This is an optimization exercise on Yosys and OpenROAD, whose aim is small area, a short achievable clock period and few clock cycles per item, not a production implementation. RTL that was checked went through simulation tests only; none was proved equivalent to the original.

## conv_stream_mc
module conv_stream_mc
#(
  parameter int WORD_LENGTH = conv_pkg::WORD_LENGTH_DEF,
  parameter int ACC_WIDTH   = conv_pkg::ACC_WIDTH_DEF,
  parameter int IMAGE_SIZE  = conv_pkg::IMAGE_SIZE_DEF,
  parameter int KERNEL_SIZE = conv_pkg::KERNEL_SIZE_DEF,
  parameter int STRIDE      = conv_pkg::STRIDE_DEF,
  parameter int OUT_CH      = conv_pkg::OUT_CH_DEF
) (
  input  logic                                            clk,
  input  logic                                            rst,
  input  logic                                            weight_load,
  input  logic [OUT_CH*KERNEL_SIZE*KERNEL_SIZE*WORD_LENGTH-1:0] weight_value,
  input  logic [OUT_CH*ACC_WIDTH-1:0]                     bias_value,
  input  logic                                            relu_en,
  input  logic                                            in_valid,
  output logic                                            in_ready,
  input  logic [WORD_LENGTH-1:0]                          data_in,
  output logic                                            out_valid,
  input  logic                                            out_ready,
  output logic [OUT_CH*ACC_WIDTH-1:0]                     data_out,
  output logic [conv_pkg::IDX_WIDTH-1:0]                  out_row,
  output logic [conv_pkg::IDX_WIDTH-1:0]                  out_col,
  output logic                                            frame_done
);
==> flow/config.mk <==
export PLATFORM = sky130hd
export DESIGN_NAME = conv_stream_mc
export DESIGN_NICKNAME = conv_stream_mc
export VERILOG_FILES = /design/flow/design.v
export SDC_FILE = /design/flow/constraint.sdc
export NUM_CORES = 4
export LEC_CHECK = 0
export CAP_MARGIN = 20
export CORE_MARGIN = 2
export CORE_UTILIZATION = 55
export CTS_BUF_LIST = sky130_fd_sc_hd__clkbuf_8 sky130_fd_sc_hd__clkbuf_16
export CTS_CLUSTER_DIAMETER = 100
export CTS_CLUSTER_SIZE = 26
export SLEW_MARGIN = 60
export SYNTH_HIERARCHICAL = 1
export SYNTH_MINIMUM_KEEP_SIZE = 0
==> flow/constraint.sdc <==
create_clock -name core_clock -period 20.0 [get_ports {clk}]
set_input_delay 4.0000 -clock core_clock [delete_from_list [all_inputs] [get_ports {clk}]]
set_output_delay 4.0000 -clock core_clock [all_outputs]
set_load 0.01 [all_outputs]
standard.sh (not shown) runs the stock make flow with config.mk's settings and CLKGATE_MAP_FILE= SYNTH_SCRIPT=/design/flow/synth_recipe.tcl, a recipe that flattens the netlist after the stock synthesis.
==> flow/flow/run.sh <==
#!/bin/bash
export BUFFER_PORTS_ARGS="-buffer_cell sky130_fd_sc_hd__buf_1"
bash standard.sh SETUP_SLACK_MARGIN=14.8 finish > standard.log 2>&1
The baseline passed the timing, design-rule and antenna checks.
Testbench counts at the start, summed over its fixed seeds: cycles 18,840, pixels 18,816.
Edit:
- CTS_BUF_LIST: sky130_fd_sc_hd__clkbuf_8 sky130_fd_sc_hd__clkbuf_16 -> default
- PLACE_DENSITY: default -> 0.75
The new run went through all stages and came out clean.
Worst setup slack loses 70 ps.
Synthesized area does not change.
Clock-buffer cell count came out lower by 1.
Wire length rose by 0.40%.
Edit:
==> flow/run.sh (new file) <==
#!/bin/bash
# synth_recipe.tcl (not shown) runs the flow's synth.tcl, then flattens the netlist and writes it again
# the make line also repeats each setting of config.mk as NAME=value (left out here)
make -C /OpenROAD-flow-scripts/flow DESIGN_CONFIG=/design/flow/config.mk WORK_HOME=/design/flow/orfs CLKGATE_MAP_FILE= SYNTH_SCRIPT=/design/flow/synth_recipe.tcl finish
- PLACE_DENSITY: 0.75 -> default
removed: flow/flow/run.sh
removed: flow/standard.sh
Hold slack barely changes.
Setup slack loses 400 ps.
Sequential share of layout area fell by 0.46 points.
Synthesized area stays the same.
Edit:
==> flow/flow/run.sh (new file) <==
#!/bin/bash
export BUFFER_PORTS_ARGS="-buffer_cell sky130_fd_sc_hd__buf_1"
bash standard.sh SETUP_SLACK_MARGIN=14.8 finish > standard.log 2>&1
==> flow/standard.sh (new file) <==
#!/bin/bash
# synth_recipe.tcl (not shown) runs the flow's synth.tcl, then flattens the netlist and writes it again
# the make line also repeats each setting of config.mk as NAME=value (left out here)
make -C /OpenROAD-flow-scripts/flow DESIGN_CONFIG=/design/flow/config.mk WORK_HOME=/design/flow/orfs CLKGATE_MAP_FILE= SYNTH_SCRIPT=/design/flow/synth_recipe.tcl "${@:-finish}"
removed: flow/run.sh
=> Global-route usage fell by 1.1 points; worst hold slack improves by 15 ps; synthesized cell count does not change; core utilization drops by 0.72 points; worst setup slack improves by 470 ps; via count is about the same; design area falls slightly.

== the previous run ==
Starting RTL as in the previous note.
export LEC_CHECK = 0
export CAP_MARGIN = 20
export CORE_MARGIN = 2
export CORE_UTILIZATION = 65
export CTS_CLUSTER_DIAMETER = 100
export CTS_CLUSTER_SIZE = 26
export SLEW_MARGIN = 60
export SYNTH_HIERARCHICAL = 1
export SYNTH_MINIMUM_KEEP_SIZE = 0
create_clock -name core_clock -period 20.0 [get_ports {clk}]
==> flow/flow/run.sh <==
#!/bin/bash
export BUFFER_PORTS_ARGS="-buffer_cell sky130_fd_sc_hd__buf_1"
bash standard.sh SETUP_SLACK_MARGIN=14.8 finish > standard.log 2>&1
The previous run ended with every stage complete and zero timing, DRC or antenna violations.
Testbench counts of the previous run, summed over its fixed seeds: cycles 18,840, pixels 18,816.
Inputs modified between the previous run and the current run:
- changing CORE_UTILIZATION from 65 to 55
- removing CTS_CLUSTER_SIZE (formerly 26)
- removing CTS_CLUSTER_DIAMETER (formerly 100)
Max post-route fraction of the period consumed by the critical path across the current run and the previous run: the current run. The current run against the previous run: x dimension of the die rose by about 9%; global-route usage went down 6.3 points.

## branch umber
Starting RTL as in the previous note.
==> flow/design.v (excerpt) <==
module conv_stream_mc
#(
  parameter int WORD_LENGTH = conv_pkg::WORD_LENGTH_DEF,
  parameter int ACC_WIDTH   = conv_pkg::ACC_WIDTH_DEF,
  parameter int IMAGE_SIZE  = conv_pkg::IMAGE_SIZE_DEF,
  parameter int KERNEL_SIZE = conv_pkg::KERNEL_SIZE_DEF,
  parameter int STRIDE      = conv_pkg::STRIDE_DEF,
  parameter int OUT_CH      = conv_pkg::OUT_CH_DEF
) (
  input  logic                                            clk,
  input  logic                                            rst,
  input  logic                                            weight_load,
  input  logic [OUT_CH*KERNEL_SIZE*KERNEL_SIZE*WORD_LENGTH-1:0] weight_value,
  input  logic [OUT_CH*ACC_WIDTH-1:0]                     bias_value,
  input  logic                                            relu_en,
  input  logic                                            in_valid,
  output logic                                            in_ready,
  input  logic [WORD_LENGTH-1:0]                          data_in,
  output logic                                            out_valid,
  input  logic                                            out_ready,
  output logic [OUT_CH*ACC_WIDTH-1:0]                     data_out,
  output logic [conv_pkg::IDX_WIDTH-1:0]                  out_row,
  output logic [conv_pkg::IDX_WIDTH-1:0]                  out_col,
  output logic                                            frame_done
);
==> flow/config.mk <==
export PLATFORM = sky130hd
export DESIGN_NAME = conv_stream_mc
export DESIGN_NICKNAME = conv_stream_mc
export VERILOG_FILES = /design/flow/design.v
export SDC_FILE = /design/flow/constraint.sdc
export NUM_CORES = 4
export LEC_CHECK = 0
export CAP_MARGIN = 20
export CORE_MARGIN = 2
export CORE_UTILIZATION = 55
export CTS_CLUSTER_DIAMETER = 100
export CTS_CLUSTER_SIZE = 26
export SLEW_MARGIN = 60
export SYNTH_HIERARCHICAL = 1
export SYNTH_MINIMUM_KEEP_SIZE = 0
==> flow/constraint.sdc <==
create_clock -name core_clock -period 20.0 [get_ports {clk}]
set_input_delay 4.0000 -clock core_clock [delete_from_list [all_inputs] [get_ports {clk}]]
set_output_delay 4.0000 -clock core_clock [all_outputs]
set_load 0.01 [all_outputs]
==> flow/flow/run.sh <==
#!/bin/bash
export BUFFER_PORTS_ARGS="-buffer_cell sky130_fd_sc_hd__buf_1"
bash standard.sh SETUP_SLACK_MARGIN=14.68 finish > standard.log 2>&1
Testbench counts of branch umber, summed over its fixed seeds: cycles 18,840, pixels 18,816.
diff inputs: branch umber => branch tundra
==> flow/flow/run.sh <==
#!/bin/bash
export BUFFER_PORTS_ARGS="-buffer_cell sky130_fd_sc_hd__buf_1"
bash standard.sh SETUP_SLACK_MARGIN=14.8 finish > standard.log 2>&1
diff --git a/flow/config.mk b/flow/config.mk
--- a/flow/config.mk
+++ b/flow/config.mk
@@ -10,3 +10 @@
-export CORE_UTILIZATION = 55
-export CTS_CLUSTER_DIAMETER = 100
-export CTS_CLUSTER_SIZE = 26
+export CORE_UTILIZATION = 68
Notes after the runs:
- In branch tundra relative to branch umber, floorplan die area had gone down by more than 10%.
- Re antenna diode instance count: branch tundra is 4 up on branch umber.
- Smallest setup slack after layout is lower on branch tundra
- Compared with branch umber, branch tundra shows area growth from synthesis to layout higher by 2.0 points.

conv_stream_mc, a different RTL version from the one above (not shown whole).
Size: about 9,300 cells after synthesis, ~1,700 flip-flops, ~500 I/O pins.
Settings: LEC_CHECK=0, CAP_MARGIN=20, CORE_MARGIN=2, CORE_UTILIZATION=40, SLEW_MARGIN=60, SYNTH_HIERARCHICAL=1, SYNTH_MINIMUM_KEEP_SIZE=0; clock period 20.0 ns.
==> flow/flow/run.sh <==
#!/bin/bash
export BUFFER_PORTS_ARGS="-buffer_cell sky130_fd_sc_hd__buf_1"
bash standard.sh SETUP_SLACK_MARGIN=14.8 finish > standard.log 2>&1
Testbench counts at the start, summed over its fixed seeds: cycles 18,840, pixels 18,816.
Rerun with:
==> flow/flow/run.sh (replaced) <==
#!/bin/bash
export BUFFER_PORTS_ARGS="-buffer_cell sky130_fd_sc_hd__buf_1"
bash standard.sh SETUP_SLACK_MARGIN=14.5 finish > standard.log 2>&1
What happened: Via count went down slightly; wire length stays flat; clock skew went down by 7.6 ps.

conv_stream_mc, a different RTL version from the one above (not shown whole).
For scale: roughly 9,300 cells after synthesis, about 1,700 flip-flops, about 500 I/O pins, ~140,000 µm² of cells after synthesis.
clock: 20.0 ns
lec_check: 0
cap_margin: 20
core_margin: 2
core_utilization: 40
slew_margin: 60
synth_hierarchical: 1
synth_minimum_keep_size: 0
run.sh (not shown) runs the stock make flow with config.mk's settings and CLKGATE_MAP_FILE= SYNTH_SCRIPT=/design/flow/synth_recipe.tcl, a recipe that flattens the netlist after the stock synthesis.
Stock flow here: none of the scripts above is used.
The starting point went through all stages and came out clean.
Rerun with:
==> flow/flow/run.sh (new file) <==
#!/bin/bash
# Own layout flow: the standard flow (standard.sh) with buf_1 port
# buffers and a stricter slew target for buffering. Each ORFS step writes its
# full log under orfs/logs/; make's own output goes to standard.log.
export BUFFER_PORTS_ARGS="-buffer_cell sky130_fd_sc_hd__buf_1"
bash standard.sh SLEW_MARGIN=80 finish > standard.log 2>&1
==> flow/standard.sh (new file) <==
#!/bin/bash
# synth_recipe.tcl (not shown) runs the flow's synth.tcl, then flattens the netlist and writes it again
# the make line also repeats each setting of config.mk as NAME=value (left out here)
make -C /OpenROAD-flow-scripts/flow DESIGN_CONFIG=/design/flow/config.mk WORK_HOME=/design/flow/orfs CLKGATE_MAP_FILE= SYNTH_SCRIPT=/design/flow/synth_recipe.tcl "${@:-finish}"
removed: flow/run.sh
What happened:
- cell count grows by 7.9%
- clock-buffer cell count shrinks by 14
- routed wire length grows by 0.81%
- cell area grows by 4.5%
- global-route usage grows by 0.17 points
- worst setup slack improved by 0.081 ns
- die area stays the same
- critical path depth grows by 12
Rerun with:
==> flow/flow/run.sh (replaced) <==
#!/bin/bash
export BUFFER_PORTS_ARGS="-buffer_cell sky130_fd_sc_hd__buf_1"
bash standard.sh SETUP_SLACK_MARGIN=14.5 finish > standard.log 2>&1
What happened: Core utilization decreases by 2.9 points; via count decreases by 4.8%; global-route usage stays flat; area after synthesis is unchanged; first-iteration DRC count barely changes; routed wire length decreases by 0.41%; sequential share of layout area increases by 2.1 points; cell area decreases by 6.2%; hold slack degrades by 0.015 ns.
Function was not checked in any run of this note: the RTL went through the layout flow alone.

conv_stream_mc, a different RTL version from the one above (not shown whole).
For scale: ~9,400 cells after synthesis, ~1,700 flip-flops, ~500 I/O pins, ~0.14 mm^2 of cells after synthesis.
clock: 20.0 ns
lec_check: 0
cap_margin: 20
core_margin: 2
core_utilization: 55
cts_cluster_diameter: 70
cts_cluster_size: 30
slew_margin: 60
synth_hierarchical: 1
synth_minimum_keep_size: 0
standard.sh (not shown) runs the stock make flow with config.mk's settings and CLKGATE_MAP_FILE= SYNTH_SCRIPT=/design/flow/synth_recipe.tcl, a recipe that flattens the netlist after the stock synthesis.
==> flow/flow/run.sh <==
#!/bin/bash
export BUFFER_PORTS_ARGS="-buffer_cell sky130_fd_sc_hd__buf_1"
bash standard.sh SETUP_SLACK_MARGIN=14.8 finish > standard.log 2>&1
The starting point passed the timing, design-rule and antenna checks.
==> next run, changes <==
--- a/flow/config.mk
+++ b/flow/config.mk
@@ -9,7 +9,7 @@
 export CORE_MARGIN = 2
 export CORE_UTILIZATION = 55
-export CTS_CLUSTER_DIAMETER = 70
-export CTS_CLUSTER_SIZE = 30
-export SLEW_MARGIN = 60
+export CTS_CLUSTER_DIAMETER = 100
+export CTS_CLUSTER_SIZE = 26
+export SLEW_MARGIN = 30
 export SYNTH_HIERARCHICAL = 1
 export SYNTH_MINIMUM_KEEP_SIZE = 0
After rerunning: The new run finished clean; area after synthesis stays the same; worst setup slack degrades by 0.0087 ns; clock-buffer cell count shrinks by 17; routed wire length rose by 1.2%; maximum frequency barely changes; worst hold slack improved by 0.017 ns; flip-flop and latch count is unchanged.
Function was not checked in any run of this note: the RTL went through the layout flow alone.

[what the ideal ports hide]
Ports are ideal in the flow. The routed layouts listed here were re-timed in OpenROAD. Step 1 (the two cells are an assumption about what drives the block):
set clk [get_ports {clk}]
set_driving_cell -lib_cell sky130_fd_sc_hd__clkbuf_16 $clk
set_driving_cell -lib_cell sky130_fd_sc_hd__buf_2 [delete_from_list [all_inputs] $clk]
Step 2 moves the port delays by t, midway between the first and last clock arrival at a register: inputs arrive t later, outputs are due t later. That takes back most of the time a late clock gives input paths. a / b / c = no drivers / after step 1 / after step 2; a / b = the first two.
run | shift t [ns] | setup slack, ns | worst setup path at the end | pins driven straight from the clock port
the first run of note 1 | 0.905 | 14.631 / 14.524 / 14.062 | input to register | 1
the second run of note 1 | 0.889 | 14.561 / 14.464 / 14.046 | input to register | 1
the third run of note 1 | 0.929 | 14.160 / 14.053 / 13.841 | input to register | 1
the fourth run of note 1 | 0.904 | 14.632 / 14.525 / 14.062 | input to register | 1
the previous run | 0.902 | 14.650 / 14.544 / 14.011 | input to register | 1
the current run | 0.947 | 14.611 / 14.507 / 14.006 | input to register | 1
branch umber | 0.901 | 14.630 / 14.526 / 13.953 | input to register | 1
branch tundra | 0.938 | 14.590 / 14.493 / 13.970 | input to register | 1
the first run of note 4 | 0.987 | 14.478 / 14.387 / 13.970 | input to register | 1
the second run of note 4 | 0.986 | 14.477 / 14.383 / 13.712 | input to register | 1
the first run of note 5 | 1.008 | 14.004 / 13.895 / 13.359 | input to register | 1
the second run of note 5 | 1.022 | 14.085 / 14.139 / 13.117 | input to register | 1
the third run of note 5 | 1.016 | 14.442 / 14.331 / 13.688 | input to register | 1
the first run of note 6 | 0.915 | 14.618 / 14.507 / 14.053 | input to register | 1
the second run of note 6 | 0.892 | 14.610 / 14.506 / 14.087 | input to register | 1
After both steps every run listed still meets setup and hold. For the second run of note 5, which loses most, drivers alone change the setup slack by +0.054 ns; drivers and shift together by -0.968 ns.
